What follows belongs to an exercise in optimizing a design on an open flow for small area, a short achievable clock period and few clock cycles per item; a production flow would make more cautious choices.
Only simulation tests tie the RTL to the original design; equivalence was not proved.
Power figures rest on the tool's default switching activity, not on a simulated workload.

==> design/flow/design.v <==
package rv_core_pkg;
    localparam int xlen       = 32;                    
    localparam int reg_addr_w = 5;                     
    localparam int dmem_words = 16;                    
    localparam int dmem_idx_w = $clog2(dmem_words);    
    localparam logic [xlen-1:0] start_addr = 32'h8000_0000;   
    localparam logic [xlen-1:0] nop_instr  = 32'h0000_0013;   
    typedef enum logic [6:0] {
        op_lui    = 7'b0110111,
        op_imm    = 7'b0010011,
        op_reg    = 7'b0110011,
        op_load   = 7'b0000011,
        op_store  = 7'b0100011,
        op_branch = 7'b1100011,
        op_jal    = 7'b1101111
    } opcode_e;
    typedef enum logic [3:0] {
        alu_add,
        alu_sub,
        alu_and,
        alu_or,
        alu_xor,
        alu_slt,
        alu_sltu,
        alu_sll,
        alu_srl,
        alu_sra,
        alu_pass_b                                     
    } alu_op_e;
    typedef enum logic [2:0] {
        st_fetch,
        st_decode,
        st_exec,
        st_mem,
        st_wb
    } state_e;
endpackage
`timescale 1ns/10ps
module rv_core (
    input  logic                                 clk_i,
    input  logic                                 rstn_i,
    input  logic [rv_core_pkg::xlen-1:0]         imem_data_i,   
    input  logic [rv_core_pkg::xlen-1:0]         addr_i,        
    output logic [rv_core_pkg::xlen-1:0]         imem_addr_o,
    output logic [rv_core_pkg::xlen-1:0]         data_o,        
    output logic                                 update_o,      
    output logic [rv_core_pkg::xlen-1:0]         pc_o,
    output logic [rv_core_pkg::xlen-1:0]         instr_o,
    output logic [rv_core_pkg::reg_addr_w-1:0]   reg_addr_o,
    output logic [rv_core_pkg::xlen-1:0]         reg_data_o,
    output logic [rv_core_pkg::xlen-1:0]         mem_addr_o,
    output logic [rv_core_pkg::xlen-1:0]         mem_data_o,
    output logic                                 mem_wrt_o
);
    localparam int XL  = rv_core_pkg::xlen;
    localparam int NW  = rv_core_pkg::dmem_words;
    localparam int IW  = rv_core_pkg::dmem_idx_w;
    localparam int NR  = 31;                     
    localparam int NRT = 11;                     
    localparam int NWT = 8;                      
    logic [2:0]            ph;                   
    logic [2:0]            clr;                  
    logic                  upd, mw, wv;          
    logic [4:0]            t;                    
    logic [XL-1:0]         pc;                   
    logic [XL-1:0]         pcr, ir;              
    logic [XL-1:0]         opa, opb;             
    logic [4:0]            pa, pb;               
    logic [XL-1:0]         res;                  
    logic [4:0]            rdw;                  
    logic [NR-1:0][XL-1:0] ring;
    logic [NW-1:0][XL-1:0] mem;
    logic [6:0]  op;
    logic [2:0]  f3;
    logic [4:0]  rd;
    logic        d_lui, d_wr, d_load, d_store, d_mem, d_branch, d_jal, d_bsel, d_sub;
    logic        last;
    assign op  = ir[6:0];
    assign f3  = ir[14:12];
    assign rd  = ir[11:7];
    always_ff @(posedge clk_i) begin
        d_lui    <= (op == rv_core_pkg::op_lui);
        d_wr     <= (op == rv_core_pkg::op_lui) | (op == rv_core_pkg::op_imm) |
                    (op == rv_core_pkg::op_reg) | (op == rv_core_pkg::op_jal);
        d_load   <= (op == rv_core_pkg::op_load);
        d_store  <= (op == rv_core_pkg::op_store);
        d_mem    <= (op == rv_core_pkg::op_load) | (op == rv_core_pkg::op_store);
        d_branch <= (op == rv_core_pkg::op_branch);
        d_jal    <= (op == rv_core_pkg::op_jal);
        d_bsel   <= (op == rv_core_pkg::op_reg) | (op == rv_core_pkg::op_branch);
        d_sub    <= (op == rv_core_pkg::op_branch) |
                    (((op == rv_core_pkg::op_reg) | (op == rv_core_pkg::op_imm)) &
                     (f3[2:1] == 2'b01)) |
                    ((op == rv_core_pkg::op_reg) & ir[30] & (f3 == 3'b000));
    end
    assign last = d_mem ? (ph == 3'd4) : (ph == 3'd3);
    logic [XL-1:0] imm_i, imm_s, imm_b, imm_j, imm_u;
    assign imm_i = {{20{ir[31]}}, ir[31:20]};
    assign imm_s = {{20{ir[31]}}, ir[31:25], ir[11:7]};
    assign imm_b = {{19{ir[31]}}, ir[31], ir[7], ir[30:25], ir[11:8], 1'b0};
    assign imm_j = {{11{ir[31]}}, ir[31], ir[19:12], ir[20], ir[30:21], 1'b0};
    assign imm_u = {ir[31:12], 12'b0};
    logic [4:0]     rs1, rs2, p1, p2;
    logic [5:0]     s1, s2;
    logic [NRT-1:0] h1, h2, g1, g2;
    assign rs1 = (ph == 3'd0) ? imem_data_i[19:15] : ir[19:15];
    assign rs2 = (ph == 3'd0) ? imem_data_i[24:20] : ir[24:20];
    assign s1  = {1'b0, imem_data_i[19:15]} + {1'b0, t};
    assign s2  = {1'b0, imem_data_i[24:20]} + {1'b0, t};
    always_comb begin
        for (int j = 0; j < NRT; j++) begin
            if (ph == 3'd0) begin
                h1[j] = (s1 == 6'(3 * j)) | (s1 == 6'(3 * j + NR));
                h2[j] = (s2 == 6'(3 * j)) | (s2 == 6'(3 * j + NR));
            end else begin
                h1[j] = (pa == 5'(3 * j));
                h2[j] = (pb == 5'(3 * j));
            end
        end
    end
    assign p1 = (ph == 3'd0) ? ((s1 >= 6'(NR)) ? 5'(s1 - 6'(NR)) : s1[4:0]) : pa;
    assign p2 = (ph == 3'd0) ? ((s2 >= 6'(NR)) ? 5'(s2 - 6'(NR)) : s2[4:0]) : pb;
    logic          clearing, z1, z2, f1, f2, v1, v2, ok1, ok2;
    logic [XL-1:0] val1, val2;
    assign clearing = !clr[2];
    assign z1 = (rs1 == 5'd0);
    assign z2 = (rs2 == 5'd0);
    assign f1 = !z1 && (rs1 == rdw);
    assign f2 = !z2 && (rs2 == rdw);
    assign v1 = !z1 && !f1 && !clearing;
    assign v2 = !z2 && !f2 && !clearing;
    always_comb begin
        for (int j = 0; j < NRT; j++) begin
            g1[j] = h1[j] & v1;
            g2[j] = h2[j] & v2;
        end
    end
    always_comb begin
        val1 = res & {XL{f1}};
        val2 = res & {XL{f2}};
        for (int j = 0; j < NRT; j++) begin
            val1 = val1 | (ring[3 * j] & {XL{g1[j]}});
            val2 = val2 | (ring[3 * j] & {XL{g2[j]}});
        end
    end
    assign ok1 = (|h1) | !v1;
    assign ok2 = (|h2) | !v2;
    logic [XL-1:0] bb, bx, sum, axb, rot, smask, sh, alu;
    logic [4:0]    shamt, ramt;
    logic          cout, lt, ltu, eq, cond, left, fill;
    assign bb    = d_bsel ? opb : (d_store ? imm_s : imm_i);
    assign bx    = bb ^ {XL{d_sub}};
    assign {cout, sum} = {1'b0, opa} + {1'b0, bx} + {{XL{1'b0}}, d_sub};
    assign ltu   = !cout;
    assign lt    = (opa[XL-1] ^ bb[XL-1]) ? opa[XL-1] : sum[XL-1];
    assign axb   = opa ^ bb;
    assign eq    = (axb == '0);
    assign cond  = (f3[2] ? (f3[1] ? ltu : lt) : eq) ^ f3[0];
    assign left  = !f3[2];                       
    assign shamt = bb[4:0];
    assign ramt  = left ? 5'(-shamt) : shamt;
    assign fill  = ir[30] & !left & opa[XL-1];
    assign rot   = XL'({opa, opa} >> ramt);
    always_comb begin
        for (int i = 0; i < XL; i++) begin
            smask[i] = left ? (5'(i) >= shamt) : (5'(XL - 1 - i) >= shamt);
        end
    end
    assign sh = (rot & smask) | ({XL{fill}} & ~smask);
    always_comb begin
        case (f3)
            3'b000:  alu = sum;
            3'b010:  alu = {31'b0, lt};
            3'b011:  alu = {31'b0, ltu};
            3'b100:  alu = axb;
            3'b110:  alu = opa | bb;
            3'b111:  alu = opa & bb;
            default: alu = sh;
        endcase
    end
    logic [XL-1:0] pc4, result;
    assign pc4 = {pcr[XL-1:2] + 30'd1, pcr[1:0]};
    always_comb begin
        if (d_jal)       result = pc4;
        else if (d_lui)  result = imm_u;
        else if (d_mem)  result = sum;
        else             result = alu;
    end
    logic [XL-1:0] load_data;
    always_comb begin
        load_data = '0;
        data_o    = '0;
        for (int w = 0; w < NW; w++) begin
            load_data = load_data | (mem[w] & {XL{res[IW+1:2] == IW'(w)}});
            data_o    = data_o | (mem[w] & {XL{addr_i[IW+1:2] == IW'(w)}});
        end
    end
    always_ff @(posedge clk_i) begin
        if (ph == 3'd4 && d_store) mem[res[IW+1:2]] <= opb;
    end
    logic [5:0]     sw;
    logic [NWT-1:0] wh;
    assign sw = {1'b0, rdw} + {1'b0, t};
    always_comb begin
        for (int j = 0; j < NWT; j++) begin
            wh[j] = clearing | ((rdw != 5'd0) && ((sw == 6'(4 * j)) || (sw == 6'(4 * j + NR))));
        end
    end
    always_ff @(posedge clk_i) begin
        for (int p = 0; p < NR; p++) begin
            if (p % 4 == 0 && wh[p / 4]) ring[(p + 1) % NR] <= res;
            else                         ring[(p + 1) % NR] <= ring[p];
        end
    end
    logic [4:0] rdw_next;
    logic       rdw_load;
    always_comb begin
        rdw_load = 1'b0;
        rdw_next = rd;
        if (ph == 3'd3) begin
            rdw_load = 1'b1;
            rdw_next = d_wr ? rd : 5'd0;
        end else if (ph == 3'd4 && d_load) begin
            rdw_load = 1'b1;
        end
    end
    always_ff @(posedge clk_i or negedge rstn_i) begin
        if (!rstn_i) begin
            ph  <= 3'd0;
            clr <= 3'd0;
            upd <= 1'b0;
            mw  <= 1'b0;
            wv  <= 1'b0;
            t   <= 5'd0;
            pc  <= rv_core_pkg::start_addr;
            rdw <= 5'd0;
            res <= '0;
        end else begin
            ph  <= last ? 3'd0 : ph + 3'd1;
            if (clearing) clr <= clr + 3'd1;
            upd <= last;
            mw  <= last & d_store;
            t   <= (t == 5'd30) ? 5'd0 : t + 5'd1;
            if (rdw_load) begin
                rdw <= rdw_next;
                wv  <= (rdw_next != 5'd0);
            end
            if (ph == 3'd3) begin
                res <= result;
                pc  <= (d_jal | (d_branch & cond)) ? pcr + (d_jal ? imm_j : imm_b) : pc4;
            end else if (ph == 3'd4 && d_load) begin
                res <= load_data;
            end
        end
    end
    always_ff @(posedge clk_i) begin
        pa <= (p1 == 5'd30) ? 5'd0 : p1 + 5'd1;
        pb <= (p2 == 5'd30) ? 5'd0 : p2 + 5'd1;
        if (ph == 3'd0) begin
            ir  <= imem_data_i;
            pcr <= pc;
        end
        if (ph <= 3'd2 && ok1) opa <= val1;
        if (ph <= 3'd2 && ok2) opb <= val2;
    end
    assign imem_addr_o = pc;
    assign update_o    = upd;
    assign pc_o        = pcr;
    assign instr_o     = ir;
    assign reg_addr_o  = rdw;
    assign reg_data_o  = res & {XL{wv}};
    assign mem_wrt_o   = mw;
    assign mem_addr_o  = res & {XL{mw}};
    assign mem_data_o  = opb & {XL{mw}};
endmodule
==> design/flow/run.sh <==
#!/bin/bash
# synth_recipe.tcl (not shown) runs the flow's synth.tcl, then flattens the netlist and writes it again
# the make line also repeats each setting of config.mk as NAME=value (left out here)
make -C /OpenROAD-flow-scripts/flow DESIGN_CONFIG=/design/flow/config.mk WORK_HOME=/design/flow/orfs CLKGATE_MAP_FILE= SYNTH_SCRIPT=/design/flow/synth_recipe.tcl finish
==> design/flow/config.mk <==
export PLATFORM = sky130hd
export DESIGN_NAME = rv_core
export DESIGN_NICKNAME = rv_core
export VERILOG_FILES = /design/flow/design.v
export SDC_FILE = /design/flow/constraint.sdc
export NUM_CORES = 4
export LEC_CHECK = 0
export CAP_MARGIN = 20
export CORE_MARGIN = 2
export CORE_UTILIZATION = 35
export CTS_CLUSTER_DIAMETER = 50
export CTS_CLUSTER_SIZE = 25
export PLACE_DENSITY = 0.5
export SETUP_SLACK_MARGIN = 3.5
export SLEW_MARGIN = 20
==> design/flow/constraint.sdc <==
create_clock -name core_clock -period 9.0 [get_ports {clk_i}]
set_input_delay 1.8000 -clock core_clock [delete_from_list [all_inputs] [get_ports {clk_i}]]
set_output_delay 1.8000 -clock core_clock [all_outputs]
set_load 0.01 [all_outputs]
==> impl_metrics.json, run 1 <==
{
  "syn_to_final_growth_pct": 17.77,
  "hpwl_um": 203300,
  "cts_sinks": 1734,
  "synthCells": 6420,
  "chipHeight_um": 469.1,
  "required_ns": 7.20,
  "crit_arrival_ns": 3.81,
  "p_clk_frac": 0.412,
  "io_buffer_count": 268,
  "final-max-slew-violation-count": 0,
  "post_drt_wl_per_cell_um": 33.65,
  "p_sw_uw": 5517,
  "synth-simple-area-share": 0.07736,
  "rsz0062_at_grt": "yes",
  "p_int_uw": 13020,
  "grtUsageTotal": 0.2836,
  "crit_type": "in -> out",
  "clk_pin_slew_worst_paths_ns": 0.08,
  "nets": 6857,
  "async_reset_ff_frac": 0.04787,
  "synth_compound_area_frac": 0.1697,
  "clockRootBuffer": "clkbuf_16",
  "seq_power_share": 0.452,
  "fin_crit_sh": 0.6231,
  "grt_pass1_wl_um": 444200,
  "finalHoldViolCount": 0,
  "p_leak_uw": 0.03306,
  "status": "no timing/DRC/antenna violations",
  "grt_start_max_net_pins": 170,
  "rows": 170,
  "worst_ir_drop_vdd_uv": 209.3,
  "gp_congestion": 0.9776,
  "vias_per_cell": 6.266,
  "dr.pass1.iters": 10,
  "worst_pin_slew_ns": 1.269,
  "synthAdderAreaFrac": 0.02958,
  "die_area_um2": 220100,
  "yosysWarnings": 1,
  "cts_buffer_depth": 3,
  "final_cells": 9617,
  "synth_edf_count": 640,
  "drtIter0Drc": 9760,
  "antenna_found_initial": 41,
  "worstPathMaxFanout": 20,
  "ant_nets": 0,
  "pwr-share-comb": 0.136,
  "p_sw_frac": 0.2976,
  "synthXorXnorAreaFrac": 0.01758,
  "cts-buffers-inserted": 168,
  "final-setup-viol-count": 0,
  "cp-start-kind": "primary input",
  "syn-num-nets": 6662,
  "yosysSeqAreaShare": 0.5486,
  "cts_tree": "built",
  "hold_ws_ns": 0.2856,
  "vias": 60258,
  "drc": 0,
  "min_path_type": "reg -> reg",
  "ys_seq_elements": 1734,
  "grt-ovfl-total": 0,
  "drv_cap": 0,
  "avgSynthCellArea_um2": 11.79,
  "drive_above_1_share": 0.2114,
  "initial_utilization": 0.3524,
  "period_needed_ns": 5.608,
  "grt_pass1_vias": 56868,
  "finalWirelength_um": 323600,
  "postCtsHoldBufs": 0,
  "finClkSkew_ns": 0.05119,
  "fmax_mhz": 178.3,
  "io-pin-count": 297,
  "die_width_um": 469.1,
  "synth.distinct_cells": 90,
  "cts_max_level": 4,
  "cp-end-kind": "output pin",
  "clock_latency_ns": 0.86,
  "yosys-mux-area-fraction": 0.1241,
  "coreArea_um2": 214800,
  "post-place-cells": 9227,
  "tns_ns": 0,
  "powerDensity_nw_per_um2": 207.9,
  "netlist_area_um2": 75710,
  "synth_top_family_by_area": "compound AO/OA/AOI/OAI gates",
  "synth_ff_type": "dfxtp_1",
  "slew_headroom": 0.1430
}
-- logic make-up after synthesis --
family,count (synthesis)
AO/OA/AOI/OAI,1699
multiplexers,847
flip-flops,1734
adder cells (fa/ha/maj),176
XOR/XNOR,149
buffers and inverters,640
AND/OR/NAND/NOR,1175
-- power groups by stage --
stage	Combinational, uW	Clock, uW	Sequential (uW)
CTS	2390	7760	8380
detailed placement	2370	0	8560
floorplan	1300	0	8470
global route	2590	8050	8380
finish	2520	7640	8380
global placement	2370	0	8560
-- worst paths after layout --
check,start,cells after the start,slack (ns),endpoint
hold / removal,ring[709],0,0.29,ring[741]
setup / recovery,addr_i[4],8,3.39,data_o[5]
max in group asynchronous,rstn_i,2,6.81,res[4]
setup reg to reg,d_bsel,14,3.62,pc[20]
min in group asynchronous,rstn_i,1,0.96,t[3]
hold reg to reg,ring[709],0,0.29,ring[741]
-- Yosys cell counts, types with 17 or more instances --
library cell     n  share of area
o211ai_1        21         0.0021
clkbuf_1       393          0.019
a22o_1         298          0.034
mux2_2         684           0.10
buf_1           74         0.0037
a222oi_1       178          0.024
xor2_1          39         0.0045
edfxtp_1       640           0.25
nor2b_1         28         0.0023
o21ai_0        183          0.012
nand2_1        292          0.014
and2_0          17         0.0014
a221oi_1       194          0.022
a21o_1          47         0.0047
nand4_1         80         0.0066
a31oi_1         56         0.0046
buf_2           28         0.0019
and3_1          77         0.0064
inv_1          123         0.0061
xnor2_1        108          0.012
nor3_1          64         0.0042
nand2b_1        28         0.0023
and2_1         130          0.011
dfxtp_1       1011           0.27
nor4_1          20         0.0017
nand3_1        134         0.0089
nor2_1         242          0.012
ha_1           171          0.028
o22ai_1         31         0.0026
mux2i_1        157          0.021
a22oi_1        254          0.025
a21oi_1        246          0.016
dfrtp_1         82          0.027
-- registers in the layout, summed over array words and instances, names as in the netlist, 5 cells and up --
signal  flops
opa        32
t           5
ir         32
rdw         5
pcr        32
mem       512
pb          5
res        32
pa          5
opb        32
ring      992
pc         32
-- layout make-up --
type | count | area [um2]
inverters | 125 | 471.7
well taps | 2838 | 3551
clock inverters | 130 | 1642
repair buffers | 538 | 5055
fillers | 20148 | 125700
multi-input cells | 4048 | 32450
diodes | 18 | 45.04
clock buffers | 186 | 4407
flip-flops and latches | 1734 | 41550
-- repair_timing --
action,CTS,global route
buffers inserted,20,29
gates cloned,2,3
gates resized for setup,128,40
endpoints found under the setup margin,77,119
pin swaps,27,18
-- placed cells by master (no fill, tap or decap), types with 31 or more instances in the layout --
| cell type | instances |
|---|---|
| o22ai_1 | 31 |
| nand2_1 | 274 |
| edfxtp_1 | 640 |
| a31oi_1 | 55 |
| a22o_1 | 298 |
| ha_1 | 170 |
| and2_1 | 118 |
| clkbuf_16 | 174 |
| and3_1 | 73 |
| nor3_1 | 55 |
| dfxtp_1 | 1007 |
| nor2_1 | 226 |
| a21oi_1 | 241 |
| a22oi_1 | 254 |
| xnor2_1 | 108 |
| mux2i_1 | 156 |
| inv_1 | 122 |
| nand3_1 | 132 |
| nand4_1 | 80 |
| buf_4 | 236 |
| o21ai_0 | 178 |
| mux2_2 | 684 |
| a21o_1 | 47 |
| clkdlybuf4s50_1 | 231 |
| a221oi_1 | 184 |
| xor2_1 | 39 |
| a222oi_1 | 178 |
| dfrtp_1 | 80 |
-- per-stage QoR --
step,setup WS [ns],cell area [um2],total power [uW],util
after floorplan,3.833,75730,9767,-
after global placement,1.970,82160,10930,0.3824
after detailed placement,1.955,82160,10930,0.3824
after CTS,3.348,88650,18530,0.4126
after global routing,3.391,89130,19030,0.4149
final,3.392,89170,18540,0.4151
-- routing by layer --
metal  vias to the layer above  wire [um]  global-route usage
li1                      25138          -                   -
met1                     29880     131600              0.3837
met2                      4219     135500              0.4152
met3                      1011      35750             0.06939
met4                        10      20650              0.1547
met5                         -         80                   0
-- worst max-delay path, cell delays in order --
cell	delay [ns]
buf_6	0.14
nand2b_4	0.22
nor2_4	0.08
buf_6	0.23
a22o_1	0.26
a221oi_4	0.20
nand4_1	0.51
buf_2	0.34
Testbench counts, summed over its fixed seeds: cycles 472,582, instrs 110,324.
==> run 2: changes to the inputs <==
--- a/design/flow/config.mk
+++ b/design/flow/config.mk
@@ -10,4 +10,2 @@
 export CORE_UTILIZATION = 35
-export CTS_CLUSTER_DIAMETER = 50
-export CTS_CLUSTER_SIZE = 25
 export PLACE_DENSITY = 0.5
==> run 2 against run 1 <==
Fmax rose by 1.4%. Sequential cell count did not move. Non-clock buffer count rose by 2. Sequential share of layout area fell by 0.13 points. Sequential power barely moved. Clock skew rose by 0.067 ns. Routed wire length rose by 0.42%. Hold slack got worse by 0.069 ns.
==> impl_metrics.json, run 2 <==
{
  "drive_above_1_share": 0.2067,
  "dr.pass1.iters": 10,
  "nets": 6871,
  "fmax_mhz": 180.9,
  "grtUsageTotal": 0.2839,
  "tns_ns": 0,
  "antenna_found_initial": 39,
  "synth_ff_type": "dfxtp_1",
  "path_cells": "buf_6 -> nand2b_4 -> nor2_4 -> buf_12 -> buf_4 -> a22o_1 -> a221oi_1 -> nand4_1 -> buf_2",
  "power.total_uw": 18730,
  "cts_sinks": 1734,
  "pwr-share-comb": 0.135,
  "io-pin-count": 297,
  "netlist_area_um2": 75710,
  "cp.depth": 9,
  "r2r_cells": 14,
  "period_needed_ns": 5.529,
  "ys_seq_elements": 1734,
  "final_cell_mix": "dfxtp_1 (1,007), mux2_2 (684), edfxtp_1 (640)",
  "powerDensity_nw_per_um2": 209.5,
  "avgSynthCellArea_um2": 11.79,
  "ant_nets": 0,
  "rsz0062_at_grt": "yes",
  "worstPathMaxFanout": 9,
  "yosysSeqAreaShare": 0.5486,
  "coreArea_um2": 214800,
  "cp-end-kind": "output pin",
  "final_common_cell": "dfxtp_1",
  "cp_top_family": "buffers and inverters",
  "worst_pin_slew_ns": 1.328,
  "synth.distinct_cells": 90,
  "cp_slowest_stage_delay_ns": 0.36,
  "fin_crit_sh": 0.6143,
  "rows": 170,
  "p_leak_uw": 0.03324,
  "finalWirelength_um": 325000,
  "finClkSkew_ns": 0.1184,
  "cpMaxStageDelayCell": "nand4_1",
  "p_int_uw": 13460,
  "grt_start_max_net_pins": 170,
  "cts_max_level": 4,
  "final_cells": 9627,
  "syn_to_final_growth_pct": 18.10,
  "gp_congestion": 0.9776,
  "drtIter0Drc": 9743,
  "placed_area_um2": 82160,
  "synth_top_cell_by_area": "dfxtp_1",
  "drv_cap": 0,
  "required_ns": 7.20,
  "synth.area.top_cells": "dfxtp_1 (27%), edfxtp_1 (25%), mux2_2 (10%), a22o_1 (3.4%), ha_1 (2.8%)",
  "worst_ir_drop_vdd_uv": 202.1,
  "timing.rr.end": "pc[20]",
  "async_reset_ff_frac": 0.04787,
  "p_sw_uw": 5270,
  "syn-num-nets": 6662,
  "synth_top_cell_area_share": 0.2673,
  "regArea_um2": 41550,
  "cts-buffers-inserted": 180,
  "p_sw_frac": 0.2814,
  "io_buffer_count": 268,
  "post-place-cells": 9227,
  "synthMostInstantiatedCell": "dfxtp_1",
  "grt-ovfl-total": 0,
  "finalHoldViolCount": 0,
  "cp-start-kind": "primary input",
  "status": "no timing/DRC/antenna violations",
  "final-setup-viol-count": 0,
  "slew_headroom": 0.1032,
  "rrSetupSlack_ns": 3.50,
  "cts_tree": "built",
  "cts_buffer_depth": 3,
  "yosysWarnings": 1,
  "postCtsHoldBufs": 0,
  "largest-register": "ring",
  "post_drt_wl_per_cell_um": 33.75,
  "vias": 60325,
  "crit_type": "in -> out",
  "grt_pass1_wl_um": 445100,
  "grt_pass1_vias": 56845,
  "multi_input_area_um2": 32460,
  "final_area_um2": 89420,
  "clock_latency_ns": 0.89,
  "drc": 0,
  "final-max-slew-violation-count": 0,
  "path_buf_inv": 4,
  "clockRootBuffer": "clkbuf_16",
  "initial_utilization": 0.3524,
  "largest_reg_flops": 992,
  "die_area_um2": 220100,
  "die_width_um": 469.1,
  "hpwl_um": 203300,
  "vias_per_cell": 6.266,
  "seq_power_share": 0.448,
  "synth_edf_count": 640,
  "chipHeight_um": 469.1,
  "synthCells": 6420,
  "startpoint": "addr_i[4]",
  "p_clk_frac": 0.417,
  "reg2reg_from": "d_bsel",
  "crit_arrival_ns": 3.73,
  "clk_pin_slew_worst_paths_ns": 0.07,
  "nFillCells": 20101,
  "hold_ws_ns": 0.2165,
  "crit_path_end": "data_o[29]",
  "min_path_type": "reg -> reg",
  "ys_top_cells_by_count": "dfxtp_1 (1,011), mux2_2 (684), edfxtp_1 (640)"
}
[run 2: worst reg2reg max path: cells and delay by family (launching register included)]
kind / cells / cell delay (ns)
flip-flops: 1 / 0.54
XOR/XNOR: 1 / 0.13
adder cells (fa/ha/maj): 1 / 0.44
multiplexers: 1 / 0.55
AO/OA/AOI/OAI: 4 / 1.62
AND/OR/NAND/NOR: 5 / 1.45
buffers and inverters: 2 / 0.59
[run 2: power groups by stage]
| stage | logic [uW] | clock network, uW | registers, uW |
|---|---|---|---|
| after floorplan | 1300 | 0 | 8470 |
| after global placement | 2370 | 0 | 8560 |
| after detailed placement | 2370 | 0 | 8560 |
| after CTS | 2390 | 7930 | 8380 |
| after global routing | 2590 | 8240 | 8390 |
| final | 2520 | 7820 | 8390 |
[run 2: stage by stage]
stage               utilization  worst slack, ns
detailed placement       0.3824            1.955
CTS                      0.4135            3.455
finish                   0.4162            3.471
floorplan                     -            3.833
global route             0.4161            3.409
global placement         0.3824            1.970
[run 2: worst min-delay path by stage]
stage / from / endpoint / slack, ns / cells after the start
6_report: ring[36] / ring[68] / 0.22 / 0
2_1_floorplan: ring[68] / ring[100] / 0.31 / 0
3_5_place_dp: ring[161] / ring[193] / 0.31 / 0
5_1_grt: ring[36] / ring[68] / 0.22 / 0
3_3_place_gp: ring[710] / ring[742] / 0.31 / 0
4_1_cts: ring[36] / ring[68] / 0.21 / 0
[run 2: cells by family after synthesis]
logic type,share of synthesized area
buf+inv,0.03307
simple gates,0.07736
xor+xnor,0.01758
mux,0.1241
flops,0.5486
fa+ha+maj,0.02958
compound gates,0.1697
[run 2: what timing repair did]
action / in CTS / in global routing
gates cloned: 1 / 6
endpoints found under the setup margin: 82 / 102
buffers inserted: 21 / 28
pin swaps: 28 / 21
resized for setup: 126 / 41
[run 2: layer usage]
| metal | global-route usage | routed length, um | vias to the layer above |
|---|---|---|---|
| met2 | 0.4161 | 136200 | 4156 |
| met3 | 0.06302 | 34330 | 918 |
| li1 | - | - | 25141 |
| met1 | 0.3893 | 134100 | 30100 |
| met4 | 0.1513 | 20310 | 10 |
| met5 | 0 | 75 | - |
[run 2: cell type report]
class                           instances  share of cell area
Sequential cell                      1734              0.4647
Clock inverter                         77             0.01292
Tap cell                             2838             0.03971
Antenna cell                           12           0.0003358
Multi-Input combinational cell       4048              0.3631
Timing Repair Buffer                  540             0.05692
Clock buffer                          253             0.05708
Inverter                              125            0.005275
==> run 3: changes to the inputs <==
--- a/design/flow/config.mk
+++ b/design/flow/config.mk
@@ -9,4 +9,4 @@
 export CORE_MARGIN = 2
-export CORE_UTILIZATION = 35
-export PLACE_DENSITY = 0.5
+export CORE_UTILIZATION = 55
+export PLACE_DENSITY = 0.7
 export SETUP_SLACK_MARGIN = 3.5
==> run 3 against run 2 <==
Still clean. Hold slack improved by 0.090 ns. Utilization increased by 22 points. Clock skew decreased by 0.043 ns. Die area decreased by 36%. Cell area decreased by 2.3%. Sequential power about the same. Via count increased by 1.3%. Routed wire length decreased by 10%. Critical path type unchanged. Power decreased by 3.6%. Sequential cell count unchanged.
==> impl_metrics.json, run 3 <==
{
  "fin_crit_sh": 0.6226,
  "nets": 6852,
  "min_from": "ring[636]",
  "cp-start-kind": "primary input",
  "reg2reg_from": "ir[20]",
  "final-max-slew-violation-count": 0,
  "dr.pass1.iters": 10,
  "hpwl_um": 180800,
  "ys_top_cells_by_count": "dfxtp_1 (1,011), mux2_2 (684), edfxtp_1 (640)",
  "worstPathMaxFanout": 7,
  "grt_pass1_vias": 57789,
  "clk_pin_slew_worst_paths_ns": 0.06,
  "clock_latency_ns": 0.85,
  "gp_congestion": 1.032,
  "synth.area.top_cells": "dfxtp_1 (27%), edfxtp_1 (25%), mux2_2 (10%), a22o_1 (3.4%), ha_1 (2.8%)",
  "drive_above_1_share": 0.2026,
  "synth_top_cell_area_share": 0.2673,
  "wl_met2_um": 122000,
  "rsz0062_at_grt": "no",
  "post_drt_wl_per_cell_um": 34.13,
  "ant_nets": 0,
  "avgSynthCellArea_um2": 11.79,
  "chipHeight_um": 375.0,
  "grt_start_max_net_pins": 174,
  "synthCells": 6420,
  "final_cell_mix": "dfxtp_1 (1,008), mux2_2 (686), edfxtp_1 (640)",
  "powerDensity_nw_per_um2": 206.7,
  "cts_sinks": 1734,
  "finalWirelength_um": 291900,
  "finClkSkew_ns": 0.07508,
  "drv_cap": 0,
  "power.total_uw": 18050,
  "grt-ovfl-total": 0,
  "crit_arrival_ns": 3.80,
  "hold_end": "ring[668]",
  "cp-end-kind": "output pin",
  "grtUsageTotal": 0.4036,
  "cts-buffers-inserted": 168,
  "multi_input_area_um2": 32450,
  "die_width_um": 375.0,
  "clockRootBuffer": "clkbuf_16",
  "cts_buffer_depth": 3,
  "die_area_um2": 140600,
  "synth.distinct_cells": 90,
  "status": "no timing/DRC/antenna violations",
  "final-setup-viol-count": 0,
  "yosysSeqAreaShare": 0.5486,
  "final_common_cell": "dfxtp_1",
  "synth_edf_count": 640,
  "met3_length_um": 39330,
  "worst_ir_drop_vdd_uv": 170.2,
  "largest-register": "ring",
  "r2r_cells": 15,
  "cts_tree": "built",
  "wl_met1_um": 108200,
  "io_buffer_count": 268,
  "finalHoldViolCount": 0,
  "hold_depth": 0,
  "fmax_mhz": 178.5,
  "drtIter0Drc": 11674,
  "nFillCells": 10555,
  "async_reset_ff_frac": 0.04787,
  "yosysWarnings": 1,
  "syn_to_final_growth_pct": 15.38,
  "postCtsHoldBufs": 0,
  "drc": 0,
  "period_needed_ns": 5.603,
  "required_ns": 7.20,
  "rows": 136,
  "worst_pin_slew_ns": 1.286,
  "tns_ns": 0,
  "synth_ff_type": "dfxtp_1",
  "min_path_type": "reg -> reg",
  "cts_max_level": 4,
  "largest_reg_flops": 992,
  "crit_type": "in -> out",
  "io-pin-count": 297,
  "highest_layer": "met5",
  "netlist_area_um2": 75710,
  "ys_seq_elements": 1734,
  "syn-num-nets": 6662,
  "p_leak_uw": 0.03278,
  "coreArea_um2": 137000,
  "timing.rr.end": "res[21]",
  "grt_pass1_wl_um": 413800,
  "synthMostInstantiatedCell": "dfxtp_1",
  "rrSetupSlack_ns": 3.59,
  "vias": 61113,
  "synth_top_cell_by_area": "dfxtp_1",
  "slew_headroom": 0.1361,
  "regArea_um2": 41550,
  "antenna_found_initial": 17,
  "vias_per_cell": 7.145,
  "initial_utilization": 0.5527
}
-- run 3: cell types whose count changed in the layout (fill, tap and decap cells not counted), sizes merged --
cell,change
buf,-12
nor2,+4
clkdlybuf4s15,-3
dlygate4sd2,+5
diode,-5
mux2,+3
clkbuf,-20
dlymetal6s2s,-1
nor2b,-1
bufinv,-6
a21oi,+1
clkinvlp,+5
-- run 3: critical path, stage by stage --
cell and delay (ns):
buf_4 0.18, nand2b_4 0.23, buf_4 0.15, nor2_4 0.06
buf_4 0.17, a22o_1 0.23, a221oi_1 0.23, nand4_1 0.44
buf_2 0.30
-- run 3: worst max-delay path by stage --
stage                    start  cells after the start  slack [ns]    endpoint
2_1_floorplan  imem_data_i[20]                     12        3.83      opb[0]
3_3_place_gp         addr_i[2]                      8        2.15  data_o[19]
3_5_place_dp         addr_i[2]                      8        2.10  data_o[19]
4_1_cts              addr_i[2]                      9        3.34  data_o[19]
5_1_grt              addr_i[3]                      9        3.49   data_o[0]
6_report             addr_i[3]                      9        3.40   data_o[0]
-- run 3: kinds of logic (layout without fill, tap and decap cells) --
group,Yosys count,count (layout),share of synthesized area
buffers and inverters,640,963,0.03307
muxes,847,850,0.1241
and+or+nand+nor,1175,1180,0.07736
xor gates and xnor gates,149,149,0.01758
adders and majority gates,176,176,0.02958
other,0,7,0
DFF,1734,1734,0.5486
AOI/OAI and AO/OA,1699,1700,0.1697
-- run 3: cell type report --
type	instances	area share
timing repair buffer	526	0.05553
antenna	7	0.0002005
multi-input combinational	4055	0.3714
clock inverter	76	0.01080
sequential	1734	0.4756
tap	1794	0.02569
clock buffer	236	0.05536
inverter	125	0.005385
-- run 3: metrics by stage --
step	hold slack (ns)	setup WS, ns	area [um2]	cells	util
finish	0.3065	3.397	87360	8553	0.6377
global route	0.3234	3.493	87340	8546	0.6376
CTS	0.3164	3.341	87030	8529	0.6353
detailed placement	0.3121	2.101	80660	8167	0.5888
global placement	0.3095	2.154	80620	8166	0.5886
floorplan	0.3096	3.833	75730	6420	-
-- run 3: where the power goes --
part	internal, uW	switching (uW)
clock network	4080	3210
registers	8230	182
logic	758	1600
total	13100	4990
-- run 3: per-layer routing --
layer	up-vias	track usage
met5	-	0
met4	6	0.2477
met3	1300	0.1080
met2	4987	0.5856
met1	29716	0.5383
li1	25104	-
-- run 3: repair_timing --
item,4_1_cts,5_1_grt
resized for setup,101,37
setup buffers,44,11
setup endpoints to repair,54,88
pin swaps,30,12
cloned,6,4
==> run 4: changes to the inputs <==
==> design/flow/flow/run.sh (new file) <==
#!/bin/bash
# Standard layout, with the port buffers made from plain buffers instead of the delay cells
# that buffer_ports picks by default. Each tool's output goes to a log file here.
set -euo pipefail
export BUFFER_PORTS_ARGS="-buffer_cell sky130_fd_sc_hd__buf_4"
bash standard.sh finish > standard_make.log 2>&1
==> design/flow/standard.sh (new file) <==
#!/bin/bash
# synth_recipe.tcl (not shown) runs the flow's synth.tcl, then flattens the netlist and writes it again
# the make line also repeats each setting of config.mk as NAME=value (left out here)
make -C /OpenROAD-flow-scripts/flow DESIGN_CONFIG=/design/flow/config.mk WORK_HOME=/design/flow/orfs CLKGATE_MAP_FILE= SYNTH_SCRIPT=/design/flow/synth_recipe.tcl "${@:-finish}"
--- a/design/flow/config.mk
+++ b/design/flow/config.mk
@@ -9,4 +9,4 @@
 export CORE_MARGIN = 2
-export CORE_UTILIZATION = 55
-export PLACE_DENSITY = 0.7
+export CORE_UTILIZATION = 35
+export PLACE_DENSITY = 0.5
 export SETUP_SLACK_MARGIN = 3.5
removed: design/flow/run.sh
==> run 4 against run 3 <==
Sequential share of layout area is 0.52 points lower. Cell area is 1.1% higher. Utilization shrank 23 points. Synthesized cell count did not move. Setup slack improved by 0.014 ns. Hold slack hardly changed. Clock skew decreased by 0.028 ns. Largest power group unchanged. Global-route usage is 12 points lower. Highest routed layer unchanged. Area after synthesis is the same.
==> impl_metrics.json, run 4 <==
{
  "status": "no timing/DRC/antenna violations",
  "hold_ws_ns": 0.3064,
  "fin_crit_sh": 0.6210,
  "multi_input_area_um2": 32380,
  "seq_power_share": 0.448,
  "slew_headroom": 0.1231,
  "synth_top_cell_by_area": "dfxtp_1",
  "ys_top_cells_by_count": "dfxtp_1 (1,011), mux2_2 (684), edfxtp_1 (640)",
  "syn-num-nets": 6662,
  "die_area_um2": 220100,
  "grt-ovfl-total": 0,
  "antenna_found_initial": 25,
  "p_sw_uw": 5266,
  "hold_depth": 0,
  "path_cells": "buf_6 -> nand2b_4 -> nor2_4 -> buf_8 -> a22o_1 -> a221oi_2 -> nand4_1 -> buf_4",
  "clockRootBuffer": "clkbuf_16",
  "io-pin-count": 297,
  "crit_type": "in -> out",
  "synth_ff_type": "dfxtp_1",
  "coreArea_um2": 214800,
  "drtIter0Drc": 9275,
  "grt_start_max_net_pins": 151,
  "worst_pin_slew_ns": 1.312,
  "pwr-share-comb": 0.134,
  "powerDensity_nw_per_um2": 212.0,
  "cp_slowest_stage_delay_ns": 0.51,
  "startpoint": "addr_i[5]",
  "rrSetupSlack_ns": 3.63,
  "period_needed_ns": 5.589,
  "cts_tree": "built",
  "vias_per_cell": 6.207,
  "postCtsHoldBufs": 0,
  "rows": 170,
  "min_path_type": "reg -> reg",
  "p_leak_uw": 0.03329,
  "final-setup-viol-count": 0,
  "final-max-slew-violation-count": 0,
  "largest_reg_flops": 992,
  "synth.area.top_cells": "dfxtp_1 (27%), edfxtp_1 (25%), mux2_2 (10%), a22o_1 (3.4%), ha_1 (2.8%)",
  "required_ns": 7.20,
  "yosysWarnings": 1,
  "drc": 0,
  "p_sw_frac": 0.2812,
  "power.total_uw": 18730,
  "clock_latency_ns": 0.85,
  "cp-start-kind": "primary input",
  "synth.distinct_cells": 90,
  "vias": 59628,
  "hold_end": "ring[215]",
  "p_clk_frac": 0.419,
  "cp-end-kind": "output pin",
  "grt_pass1_vias": 56877,
  "reg2reg_from": "ir[8]",
  "cts_buffer_depth": 3,
  "netlist_area_um2": 75710,
  "chipHeight_um": 469.1,
  "nFillCells": 20334,
  "tns_ns": 0,
  "yosysSeqAreaShare": 0.5486,
  "post_drt_wl_per_cell_um": 33.55,
  "r2r_cells": 16,
  "syn_to_final_growth_pct": 16.67,
  "nets": 6839,
  "cpMaxStageDelayCell": "nand4_1",
  "async_reset_ff_frac": 0.04787,
  "synthMostInstantiatedCell": "dfxtp_1",
  "die_width_um": 469.1,
  "rsz0062_at_grt": "yes",
  "worstPathMaxFanout": 32,
  "worst_ir_drop_vdd_uv": 175.7,
  "finClkSkew_ns": 0.04681,
  "regArea_um2": 41550,
  "largest-register": "ring",
  "cts_sinks": 1734,
  "finalWirelength_um": 322300,
  "hpwl_um": 199400,
  "synth_edf_count": 640,
  "cts_max_level": 4,
  "io_buffer_count": 268,
  "p_int_uw": 13460,
  "final_common_cell": "dfxtp_1",
  "dr.pass1.iters": 11,
  "avgSynthCellArea_um2": 11.79,
  "grt_pass1_wl_um": 443300,
  "ys_seq_elements": 1734,
  "grtUsageTotal": 0.2825,
  "gp_congestion": 0.9728,
  "fmax_mhz": 178.9,
  "cp_top_family": "simple AND/OR/NAND/NOR gates",
  "crit_arrival_ns": 3.79,
  "drive_above_1_share": 0.2403,
  "ant_nets": 0,
  "cts-buffers-inserted": 184,
  "drv_cap": 0,
  "path_buf_inv": 3,
  "min_from": "ring[183]",
  "timing.rr.end": "pc[20]",
  "final_cell_mix": "dfxtp_1 (1,007), mux2_2 (685), edfxtp_1 (640)",
  "synth_top_cell_area_share": 0.2673,
  "initial_utilization": 0.3524,
  "finalHoldViolCount": 0,
  "synthCells": 6420,
  "clk_pin_slew_worst_paths_ns": 0.06
}
run 4: power groups by stage:
stage / Clock, uW / Sequential [uW] / Combinational [uW]
after global placement: 0 / 8560 / 2360
after global routing: 8240 / 8390 / 2580
after detailed placement: 0 / 8560 / 2380
after floorplan: 0 / 8470 / 1300
final: 7840 / 8390 / 2500
after CTS: 7940 / 8380 / 2410
run 4: layout make-up:
| type | count | area share |
|---|---|---|
| multi-input cells | 4047 | 0.3666 |
| flip-flops and latches | 1734 | 0.4704 |
| repair buffers | 505 | 0.04654 |
| diodes | 19 | 0.0005382 |
| inverters | 125 | 0.005340 |
| well taps | 2838 | 0.04020 |
| clock inverters | 79 | 0.01113 |
| clock buffers | 260 | 0.05925 |
run 4: metal layers:
layer | GRT usage | routed length, um | part of all wire | vias to the layer above
met3 | 0.06695 | 35530 | 0.11 | 869
li1 | - | - | - | 25110
met2 | 0.4172 | 135800 | 0.42 | 3829
met5 | 0 | 63 | 0.00020 | -
met1 | 0.3826 | 131700 | 0.41 | 29812
met4 | 0.1488 | 19150 | 0.059 | 8
run 4: repair_timing:
action,CTS,global route
pin swaps,10,6
setup endpoints to repair,64,44
gates cloned,2,1
buffers inserted,19,4
endpoints found under the hold margin,0,0
resized for setup,49,26
run 4: kinds of logic (layout without fill, tap and decap cells):
logic type,after synthesis,after routing,share of synthesized area
AOI/OAI and AO/OA,1699,1699,0.1697
xor gates and xnor gates,149,149,0.01758
adders and majority gates,176,176,0.02958
buffers and inverters,640,969,0.03307
DFF,1734,1734,0.5486
muxes,847,848,0.1241
other,0,19,0
and+or+nand+nor,1175,1175,0.07736
run 4: worst max path at each step:
stage / to / cells after the start
finish: data_o[5] / 8
global route: pc[20] / 17
CTS: data_o[5] / 8
detailed placement: data_o[5] / 8
global placement: data_o[5] / 8
floorplan: opb[0] / 12
run 4: through the flow:
| stage | instances | worst slack (ns) | instance area, um2 | utilization |
|---|---|---|---|---|
| after floorplan | 6420 | 3.833 | 75730 | - |
| after detailed placement | 9222 | 2.896 | 81410 | 0.3790 |
| after global routing | 9592 | 3.442 | 88300 | 0.4110 |
| final | 9607 | 3.411 | 88330 | 0.4112 |
| after CTS | 9582 | 3.481 | 88050 | 0.4099 |
| after global placement | 9221 | 2.910 | 81380 | 0.3788 |
==> run 5: changes to the inputs <==
--- a/design/flow/design.v
+++ b/design/flow/design.v
@@ -191,7 +191,22 @@
         load_data = '0;
-        data_o    = '0;
         for (int w = 0; w < NW; w++) begin
             load_data = load_data | (mem[w] & {XL{res[IW+1:2] == IW'(w)}});
-            data_o    = data_o | (mem[w] & {XL{addr_i[IW+1:2] == IW'(w)}});
-        end
+        end
+    end
+    logic [3:0][XL-1:0] dq;
+    always_comb begin
+        for (int g = 0; g < 4; g++) begin
+            case (addr_i[3:2])
+                2'd0:    dq[g] = mem[4 * g];
+                2'd1:    dq[g] = mem[4 * g + 1];
+                2'd2:    dq[g] = mem[4 * g + 2];
+                default: dq[g] = mem[4 * g + 3];
+            endcase
+        end
+        case (addr_i[5:4])
+            2'd0:    data_o = dq[0];
+            2'd1:    data_o = dq[1];
+            2'd2:    data_o = dq[2];
+            default: data_o = dq[3];
+        endcase
     end
==> run 5 against run 4 <==
Sequential share of layout area shrank 0.26 points. Hold slack lost 0.038 ns. Final cell count fell by 1.2%. Largest power group unchanged. Still clean. Cell area rose by 0.54%. Fmax rose by 1.8%. Power up 1.4%. Clock skew rose by 0.040 ns. Clock power hardly changed.
==> impl_metrics.json, run 5 <==
{
  "yosysSeqAreaShare": 0.5430,
  "nFillCells": 20446,
  "async_reset_ff_frac": 0.04787,
  "vias_per_cell": 6.178,
  "status": "no timing/DRC/antenna violations",
  "grtUsageTotal": 0.2697,
  "finalWirelength_um": 311400,
  "io-pin-count": 297,
  "drive_above_1_share": 0.2391,
  "netlist_area_um2": 76490,
  "coreArea_um2": 217200,
  "clockRootBuffer": "clkbuf_16",
  "crit_arrival_ns": 3.69,
  "avgSynthCellArea_um2": 12.06,
  "tns_ns": 0,
  "cts-buffers-inserted": 181,
  "ys_top_cells_by_count": "dfxtp_1 (1,011), edfxtp_1 (640), mux2_2 (538)",
  "initial_utilization": 0.3522,
  "final-setup-viol-count": 0,
  "grt_pass1_wl_um": 433600,
  "cpMaxStageDelayCell": "mux4_2",
  "synth_top_cell_by_area": "dfxtp_1",
  "synth.distinct_cells": 100,
  "largest-register": "ring",
  "grt-ovfl-total": 0,
  "post_drt_wl_per_cell_um": 32.80,
  "yosysWarnings": 1,
  "worst_ir_drop_vdd_uv": 186.5,
  "synth_edf_count": 640,
  "cp-end-kind": "output pin",
  "p_leak_uw": 0.03318,
  "grt_start_max_net_pins": 164,
  "min_path_type": "reg -> reg",
  "die_width_um": 471.5,
  "cp_slowest_stage_delay_ns": 0.57,
  "fin_crit_sh": 0.6098,
  "path_cells": "buf_4 -> buf_6 -> mux4_2 -> nand3_1 -> nand2_1 -> buf_4",
  "synthMostInstantiatedCell": "dfxtp_1",
  "cts_sinks": 1734,
  "clk_pin_slew_worst_paths_ns": 0.06,
  "fmax_mhz": 182.2,
  "synthCells": 6343,
  "worst_pin_slew_ns": 1.242,
  "gp_congestion": 0.9575,
  "ys_seq_elements": 1734,
  "final_cell_mix": "dfxtp_1 (1,008), edfxtp_1 (640), mux2_2 (538)",
  "largest_reg_flops": 992,
  "drtIter0Drc": 8738,
  "slew_headroom": 0.1655,
  "die_area_um2": 222300,
  "cts_buffer_depth": 3,
  "cts_tree": "built",
  "syn_to_final_growth_pct": 16.11,
  "final-max-slew-violation-count": 0,
  "crit_top_cell": "buf_4",
  "vias": 58657,
  "synth_ff_type": "dfxtp_1",
  "chipHeight_um": 471.5,
  "ant_nets": 0,
  "rows": 171,
  "cp-start-kind": "primary input",
  "dr.pass1.iters": 10,
  "finClkSkew_ns": 0.08724,
  "rsz0062_at_grt": "yes",
  "clock_latency_ns": 0.90,
  "synth_top_cell_area_share": 0.2646,
  "drc": 0,
  "grt_pass1_vias": 56679,
  "period_needed_ns": 5.488,
  "required_ns": 7.20,
  "final_common_cell": "dfxtp_1",
  "utilization": 0.4090,
  "nets": 6721,
  "synth.area.top_cells": "dfxtp_1 (26%), edfxtp_1 (25%), mux2_2 (7.9%), mux4_2 (4.3%), ha_1 (2.8%)",
  "powerDensity_nw_per_um2": 213.8,
  "hpwl_um": 191900,
  "io_buffer_count": 268,
  "syn-num-nets": 6585,
  "cts_max_level": 4,
  "drv_cap": 0,
  "worstPathMaxFanout": 34,
  "antenna_found_initial": 25,
  "finalHoldViolCount": 0,
  "crit_type": "in -> out"
}
run 5: cell types whose count changed in the layout (fill, tap and decap cells not counted), sizes merged, moves of 38 or more:
cell and delta:
mux2 -146, a221oi -67, a22oi -62, nand3 -38
a32o +156, mux4 +142, nand2 +113, a22o -153
run 5: area by class of cell:
| type | instances | area, um2 | share of cell area |
|---|---|---|---|
| Antenna cell | 4 | 10.01 | 0.0001127 |
| Clock inverter | 91 | 1099 | 0.01237 |
| Timing Repair Buffer | 483 | 3900 | 0.04391 |
| Sequential cell | 1734 | 41540 | 0.4678 |
| Clock buffer | 250 | 5189 | 0.05842 |
| Tap cell | 2854 | 3571 | 0.04021 |
| Inverter | 120 | 452.9 | 0.005100 |
| Multi-Input combinational cell | 3959 | 33050 | 0.3721 |
run 5: worst max-delay path: cells and delay by family:
kind,cells,cell delay [ns]
buffers and inverters,3,1.01
muxes,1,0.57
and+or+nand+nor,2,0.23
run 5: worst paths after layout:
path | from | to | slack, ns | cells after the start
setup / recovery | addr_i[4] | data_o[17] | 3.51 | 6
hold / removal | ring[616] | ring[648] | 0.27 | 0
setup reg to reg | d_bsel | pc[16] | 3.66 | 17
hold reg to reg | ring[616] | ring[648] | 0.27 | 0
max in group asynchronous | rstn_i | res[16] | 6.77 | 2
min in group asynchronous | rstn_i | pc[5] | 0.83 | 1
run 5: kinds of logic (layout without fill, tap and decap cells):
group	count (synthesis)	count (layout)	share of synthesized area
XOR/XNOR	154	155	0.01812
buffers and inverters	652	944	0.03322
other	0	4	0
multiplexers	863	863	0.1459
AO/OA/AOI/OAI	1568	1569	0.1555
flip-flops	1734	1734	0.5430
adder cells (fa/ha/maj)	176	176	0.02928
AND/OR/NAND/NOR	1196	1196	0.07500
run 5: stage by stage:
| step | hold slack, ns | std cells | instance area (um2) | total power, uW | setup slack [ns] |
|---|---|---|---|---|---|
| floorplan | 0.3096 | 6343 | 76520 | 9961 | 3.458 |
| global placement | 0.3096 | 9121 | 82010 | 11190 | 2.771 |
| detailed placement | 0.3121 | 9121 | 82010 | 11200 | 2.764 |
| CTS | 0.2407 | 9471 | 88540 | 19020 | 3.446 |
| global route | 0.2677 | 9492 | 88810 | 19510 | 3.487 |
| finish | 0.2687 | 9495 | 88810 | 18990 | 3.512 |
run 5: where the power goes:
group / total (uW) / internal, uW / switching (uW)
combinational: 2740 / 819 / 1920
sequential: 8410 / 8240 / 167
clock: 7840 / 4440 / 3400
total: 19000 / 13500 / 5480
run 5: routing by layer:
layer	GRT usage	vias to the layer above	wire, um
li1	-	24763	-
met1	0.3510	29459	124100
met3	0.05230	839	29400
met2	0.4280	3592	140700
met5	0	-	29
met4	0.1332	4	17170
run 5: what timing repair did:
action,in CTS,in global routing
setup buffers,5,15
setup endpoints to repair,66,47
cloned,4,4
resized for setup,26,9
hold buffers,0,0
pin swaps,3,2
Testbench counts of run 5, summed over its fixed seeds: cycles 472,582, instrs 110,324.
==> run 6: changes to the inputs <==
--- a/design/flow/config.mk
+++ b/design/flow/config.mk
@@ -10,2 +10,4 @@
 export CORE_UTILIZATION = 35
+export CTS_CLUSTER_DIAMETER = 60
+export CTS_CLUSTER_SIZE = 30
 export PLACE_DENSITY = 0.5
==> run 6 against run 5 <==
Utilization fell by 0.69 points. Combinational power is essentially flat. Critical endpoint unchanged. Register-to-register slack is essentially flat. Sequential cell count is the same. Highest routed layer unchanged.
==> impl_metrics.json, run 6 <==
{
  "status": "no timing/DRC/antenna violations",
  "utilization": 0.4020,
  "cp-start-kind": "primary input",
  "grt_start_max_net_pins": 164,
  "power.total_uw": 17660,
  "grtUsageMet2": 0.4273,
  "avgSynthCellArea_um2": 12.06,
  "r2r_cells": 16,
  "grtUsageMet3": 0.05336,
  "powerDensity_nw_per_um2": 202.3,
  "crit_arrival_ns": 3.68,
  "synth_edf_count": 640,
  "die_area_um2": 222300,
  "cp-end-kind": "output pin",
  "multi_input_area_um2": 33050,
  "ys_seq_elements": 1734,
  "synth_ff_type": "dfxtp_1",
  "grtUsageTotal": 0.2687,
  "path_buf_inv": 3,
  "worst_pin_slew_ns": 1.269,
  "hold_end": "ring[369]",
  "drtIter0Drc": 8335,
  "final-setup-viol-count": 0,
  "clk_pin_slew_worst_paths_ns": 0.10,
  "dr.pass1.iters": 12,
  "vias_per_cell": 6.195,
  "min_path_type": "reg -> reg",
  "cp_slowest_stage_delay_ns": 0.57,
  "rrSetupSlack_ns": 3.65,
  "synthMostInstantiatedCell": "dfxtp_1",
  "nets": 6673,
  "netlist_area_um2": 76490,
  "rows": 171,
  "ys_top_cells_by_count": "dfxtp_1 (1,011), edfxtp_1 (640), mux2_2 (538)",
  "hpwl_um": 191900,
  "final_common_cell": "dfxtp_1",
  "required_ns": 7.20,
  "use_met1": 0.3503,
  "drv_cap": 0,
  "async_reset_ff_frac": 0.04787,
  "path_cells": "buf_4 -> buf_6 -> mux4_2 -> nand3_1 -> nand2_1 -> buf_4",
  "grt-ovfl-total": 0,
  "slew_headroom": 0.1541,
  "top_usage_layer": "met2",
  "drc": 0,
  "io_buffer_count": 268,
  "p_leak_uw": 0.03243,
  "syn_to_final_growth_pct": 14.14,
  "synthCells": 6343,
  "worst_ir_drop_vdd_uv": 177.8,
  "hold_depth": 0,
  "nFillCells": 20559,
  "largest-register": "ring",
  "vias": 58232,
  "fin_crit_sh": 0.6092,
  "syn-num-nets": 6585,
  "finalWirelength_um": 309800,
  "cts_tree": "built",
  "largest_reg_flops": 992,
  "cts_buffer_depth": 3,
  "yosysWarnings": 1,
  "tns_ns": 0,
  "cts_max_level": 4,
  "ant_nets": 0,
  "grt_pass1_wl_um": 431500,
  "initial_utilization": 0.3522,
  "min_from": "ring[337]",
  "post_drt_wl_per_cell_um": 32.96,
  "regArea_um2": 41540,
  "io-pin-count": 297,
  "gp_congestion": 0.9575,
  "rsz0062_at_grt": "no",
  "reg2reg_from": "ir[21]",
  "cp_top_family": "buffers and inverters",
  "finalHoldViolCount": 0,
  "chipHeight_um": 471.5,
  "final-max-slew-violation-count": 0,
  "worstPathMaxFanout": 34,
  "drive_above_1_share": 0.2343,
  "synth.distinct_cells": 100,
  "cpMaxStageDelayCell": "mux4_2",
  "clockRootBuffer": "clkbuf_16",
  "grt_pass1_vias": 56105,
  "fmax_mhz": 182.4,
  "cts_sinks": 1734,
  "finClkSkew_ns": 0.06248,
  "synth.area.top_cells": "dfxtp_1 (26%), edfxtp_1 (25%), mux2_2 (7.9%), mux4_2 (4.3%), ha_1 (2.8%)",
  "coreArea_um2": 217200,
  "final_cell_mix": "dfxtp_1 (1,008), edfxtp_1 (640), mux2_2 (538)",
  "timing.rr.end": "pc[16]",
  "synth_top_cell_area_share": 0.2646,
  "period_needed_ns": 5.483,
  "cts-buffers-inserted": 135,
  "die_width_um": 471.5,
  "crit_type": "in -> out",
  "crit_top_cell": "buf_4",
  "synth_top_cell_by_area": "dfxtp_1",
  "antenna_found_initial": 27,
  "yosysSeqAreaShare": 0.5430,
  "clock_latency_ns": 0.85
}
-- run 6: cell counts after synthesis --
No cell type changed its count.
-- run 6: how the worst max path moves through the flow --
stage                         start    endpoint  slack (ns)  cells after the start
final                     addr_i[4]  data_o[17]        3.52                      6
after global routing      addr_i[3]  data_o[17]        3.51                      8
after CTS                 addr_i[2]  data_o[30]        3.50                      5
after detailed placement  addr_i[2]  data_o[16]        2.76                      5
after global placement    addr_i[2]  data_o[21]        2.77                      5
after floorplan           addr_i[2]  data_o[12]        3.46                     10
-- run 6: where the power goes --
part	internal [uW]	switching, uW
Combinational	819	1920
Clock	3180	3350
Sequential	8230	167
Total	12200	5430
-- run 6: metal layers --
layer / part of all wire / vias up
met2: 0.46 / 3390
met1: 0.40 / 29417
met4: 0.054 / 4
met5: 0.00022 / -
li1: - / 24641
met3: 0.090 / 780
-- run 6: metrics by stage --
step	instances	cell area [um2]	worst slack [ns]	hold slack, ns
final	9400	87310	3.517	0.3052
after global routing	9399	87310	3.511	0.3032
after CTS	9379	87080	3.503	0.3069
after detailed placement	9121	82010	2.764	0.3121
after global placement	9121	82010	2.771	0.3096
after floorplan	6343	76520	3.458	0.3096
-- run 6: cells by family (layout without fill, tap and decap cells) --
logic type / Yosys count / after routing / synth area share
fa+ha+maj: 176 / 176 / 0.02928
simple gates: 1196 / 1196 / 0.07500
xor+xnor: 154 / 155 / 0.01812
compound gates: 1568 / 1569 / 0.1555
other cells: 0 / 3 / 0
flops: 1734 / 1734 / 0.5430
buf+inv: 652 / 850 / 0.03322
mux: 863 / 863 / 0.1459
-- run 6: cell type report --
class	instances	area share
Sequential cell	1734	0.4758
Clock inverter	100	0.01433
Clock buffer	149	0.04051
Tap cell	2854	0.04090
Inverter	120	0.005188
Timing Repair Buffer	481	0.04464
Antenna cell	3	0.00008598
Multi-Input combinational cell	3959	0.3785
-- run 6: timing repair --
| action | CTS | global route |
|---|---|---|
| resized for setup | 24 | 13 |
| pin swaps | 3 | 2 |
| cloned | 7 | 1 |
| hold buffers | 0 | 0 |
| buffers inserted | 2 | 16 |
| endpoints found under the setup margin | 66 | 38 |
==> run 7: changes to the inputs <==
--- a/design/flow/flow/run.sh
+++ b/design/flow/flow/run.sh
@@ -4,3 +4,3 @@
 set -euo pipefail
-export BUFFER_PORTS_ARGS="-buffer_cell sky130_fd_sc_hd__buf_4"
+export BUFFER_PORTS_ARGS="-buffer_cell sky130_fd_sc_hd__buf_2"
 bash standard.sh finish > standard_make.log 2>&1
--- a/design/flow/config.mk
+++ b/design/flow/config.mk
@@ -10,4 +10,2 @@
 export CORE_UTILIZATION = 35
-export CTS_CLUSTER_DIAMETER = 60
-export CTS_CLUSTER_SIZE = 30
 export PLACE_DENSITY = 0.5
==> run 7 against run 6 <==
Combinational power about the same. Sequential share of layout area down 0.44 points. Critical path depth down 1. Clock-buffer cell count up 86. Sequential power about the same. Via count up 0.90%. Synthesized cell count unchanged. Non-clock buffer count down 1. Fmax down 0.34%. Area after synthesis unchanged. Global-route usage down 0.23 points. Critical endpoint is now data_o[1].
==> impl_metrics.json, run 7 <==
{
  "async_reset_ff_frac": 0.04787,
  "io_buffer_count": 268,
  "synth.area.top_cells": "dfxtp_1 (26%), edfxtp_1 (25%), mux2_2 (7.9%), mux4_2 (4.3%), ha_1 (2.8%)",
  "drive_above_1_share": 0.2389,
  "utilization": 0.4058,
  "min_path_type": "reg -> reg",
  "cp-start-kind": "primary input",
  "syn-num-nets": 6585,
  "rsz0062_at_grt": "yes",
  "cts_sinks": 1734,
  "gp_congestion": 0.9761,
  "grt_start_max_net_pins": 167,
  "timing.rr.end": "pc[16]",
  "path_buf_inv": 3,
  "crit_path_end": "data_o[1]",
  "p_clk_frac": 0.415,
  "cpMaxStageDelayCell": "mux4_2",
  "clock_latency_ns": 0.89,
  "drv_cap": 0,
  "vias": 58757,
  "seq_power_share": 0.443,
  "powerDensity_nw_per_um2": 215.6,
  "final_common_cell": "dfxtp_1",
  "synth_top_cell_area_share": 0.2646,
  "required_ns": 7.20,
  "finClkSkew_ns": 0.08304,
  "synth.distinct_cells": 100,
  "synth_edf_count": 640,
  "clk_pin_slew_worst_paths_ns": 0.06,
  "die_area_um2": 222300,
  "drtIter0Drc": 8423,
  "pwr-share-comb": 0.142,
  "worstPathMaxFanout": 24,
  "cp_top_family": "multiplexers",
  "r2r_cells": 16,
  "nets": 6714,
  "initial_utilization": 0.3522,
  "crit_type": "in -> out",
  "chipHeight_um": 471.5,
  "grt_pass1_vias": 56319,
  "status": "no timing/DRC/antenna violations",
  "clockRootBuffer": "clkbuf_16",
  "period_needed_ns": 5.501,
  "vias_per_cell": 6.195,
  "antenna_found_initial": 24,
  "p_sw_frac": 0.2873,
  "crit_arrival_ns": 3.70,
  "finalHoldViolCount": 0,
  "yosysWarnings": 1,
  "startpoint": "addr_i[2]",
  "reg2reg_from": "d_store",
  "worst_ir_drop_vdd_uv": 158.5,
  "syn_to_final_growth_pct": 15.22,
  "hpwl_um": 190100,
  "p_leak_uw": 0.03304,
  "cp.depth": 5,
  "drc": 0,
  "cts_tree": "built",
  "p_sw_uw": 5459,
  "fmax_mhz": 181.8,
  "finalWirelength_um": 307600,
  "io-pin-count": 297,
  "avgSynthCellArea_um2": 12.06,
  "largest-register": "ring",
  "rrSetupSlack_ns": 3.62,
  "p_int_uw": 13540,
  "hold_ws_ns": 0.2663,
  "ant_nets": 0,
  "cp-end-kind": "output pin",
  "final-max-slew-violation-count": 0,
  "ys_top_cells_by_count": "dfxtp_1 (1,011), edfxtp_1 (640), mux2_2 (538)",
  "grtUsageTotal": 0.2664,
  "netlist_area_um2": 76490,
  "grt-ovfl-total": 0,
  "synth_ff_type": "dfxtp_1",
  "die_width_um": 471.5,
  "final_cell_mix": "dfxtp_1 (1,009), edfxtp_1 (640), mux2_2 (538)",
  "cp_slowest_stage_delay_ns": 0.61,
  "cts-buffers-inserted": 178,
  "slew_headroom": 0.1946,
  "crit_top_cell": "mux4_2",
  "rows": 171,
  "worst_pin_slew_ns": 1.208,
  "synthMostInstantiatedCell": "dfxtp_1",
  "nFillCells": 20511,
  "yosysSeqAreaShare": 0.5430,
  "path_cells": "clkbuf_16 -> buf_12 -> mux4_2 -> mux4_2 -> buf_2",
  "postCtsHoldBufs": 0,
  "tns_ns": 0,
  "cts_max_level": 4,
  "final-setup-viol-count": 0,
  "grt_pass1_wl_um": 429400,
  "largest_reg_flops": 992,
  "synth_top_cell_by_area": "dfxtp_1",
  "coreArea_um2": 217200,
  "synthCells": 6343,
  "cts_buffer_depth": 3,
  "dr.pass1.iters": 10,
  "post_drt_wl_per_cell_um": 32.44,
  "ys_seq_elements": 1734,
  "fin_crit_sh": 0.6112
}
==> run 7: final cells by class <==
class,count,area (um2),share of cell area
Multi-Input combinational cell,3958,33030,0.3747
Sequential cell,1734,41550,0.4714
Inverter,120,456.7,0.005182
Antenna cell,8,20.02,0.0002272
Clock buffer,235,5047,0.05727
Clock inverter,95,1259,0.01428
Timing Repair Buffer,480,3206,0.03637
Tap cell,2854,3571,0.04052
==> run 7: power groups by stage <==
stage                     Clock (uW)  Combinational (uW)  Sequential (uW)
after global routing            8320                2800             8420
after global placement             0                2570             8590
after detailed placement           0                2590             8590
after floorplan                    0                1480             8480
after CTS                       8000                2620             8410
final                           7890                2700             8410
==> run 7: worst min-delay path by stage <==
stage | startpoint | to | cells after the start
6_report | ring[73] | ring[105] | 0
5_1_grt | ring[802] | ring[834] | 0
4_1_cts | ring[73] | ring[105] | 0
3_5_place_dp | ring[553] | ring[585] | 0
3_3_place_gp | ring[544] | ring[576] | 0
2_1_floorplan | ring[68] | ring[100] | 0
==> run 7: per-stage QoR <==
stage          area (um2)  std cells  worst slack [ns]  total power, uW
2_1_floorplan       76520       6343             3.458             9961
6_report            88130       9484             3.499            19000
5_1_grt             88110       9477             3.456            19540
3_5_place_dp        81400       9127             2.594            11180
3_3_place_gp        81390       9126             2.698            11170
4_1_cts             87960       9466             3.507            19040
==> run 7: cells by family after synthesis <==
logic type | Yosys count | share of synthesized area
flops | 1734 | 0.5430
compound gates | 1568 | 0.1555
simple gates | 1196 | 0.07500
mux | 863 | 0.1459
buf+inv | 652 | 0.03322
fa+ha+maj | 176 | 0.02928
xor+xnor | 154 | 0.01812
==> run 7: routing by layer <==
metal / vias to the layer above / track usage / wire length, um
li1: 24746 / - / -
met1: 29693 / 0.3474 / 123900
met2: 3542 / 0.4229 / 139900
met3: 772 / 0.05518 / 28420
met4: 4 / 0.1235 / 15420
met5: - / 0 / 32
==> run 7: repair_timing <==
action | in CTS | in global routing
buffers inserted | 5 | 8
endpoints found under the setup margin | 74 | 47
resized for setup | 30 | 9
cloned | 4 | 2
pin swaps | 2 | 2

==> separate check: timing with driven ports <==
No port has a modelled driver above. Below, the same layouts with a new extraction and two added sets of constraints.
Step 1: set_driving_cell puts a clkbuf_16 on clk_i and a buf_2 on each other input, an assumption about the parent block.
Step 2 times the ports against the registers' clock, not the clock port: input delays grow and output delays shrink by t, the midpoint of the rising clock arrivals with the driver on.
a / b / c = ideal ports / drivers / drivers and shift; a / b = the first two.
run | shift t [ns] | setup slack, ns | worst setup path after step 2 | latest minus earliest clock arrival (ns) | cell pins on the clock port's net
run 1 | 0.930 | 3.392 / 3.340 / 2.694 | input to register | 0.061 / 0.061 | 1
run 2 | 0.920 | 3.471 / 3.419 / 2.722 | input to register | 0.128 / 0.128 | 1
run 3 | 0.893 | 3.397 / 3.372 / 2.733 | input to register | 0.077 / 0.077 | 1
run 4 | 0.920 | 3.411 / 3.366 / 2.942 | input to register | 0.049 / 0.049 | 1
run 5 | 0.947 | 3.512 / 3.267 / 2.929 | input to register | 0.088 / 0.088 | 1
run 6 | 0.913 | 3.517 / 3.280 / 2.907 | input to register | 0.065 / 0.066 | 1
run 7 | 0.943 | 3.499 / 3.212 / 2.972 | input to register | 0.092 / 0.091 | 1
After both steps setup and hold are still met in every run listed. The setup slack of run 2, which loses most, moves by -0.052 ns with the drivers and by -0.749 ns with both steps.
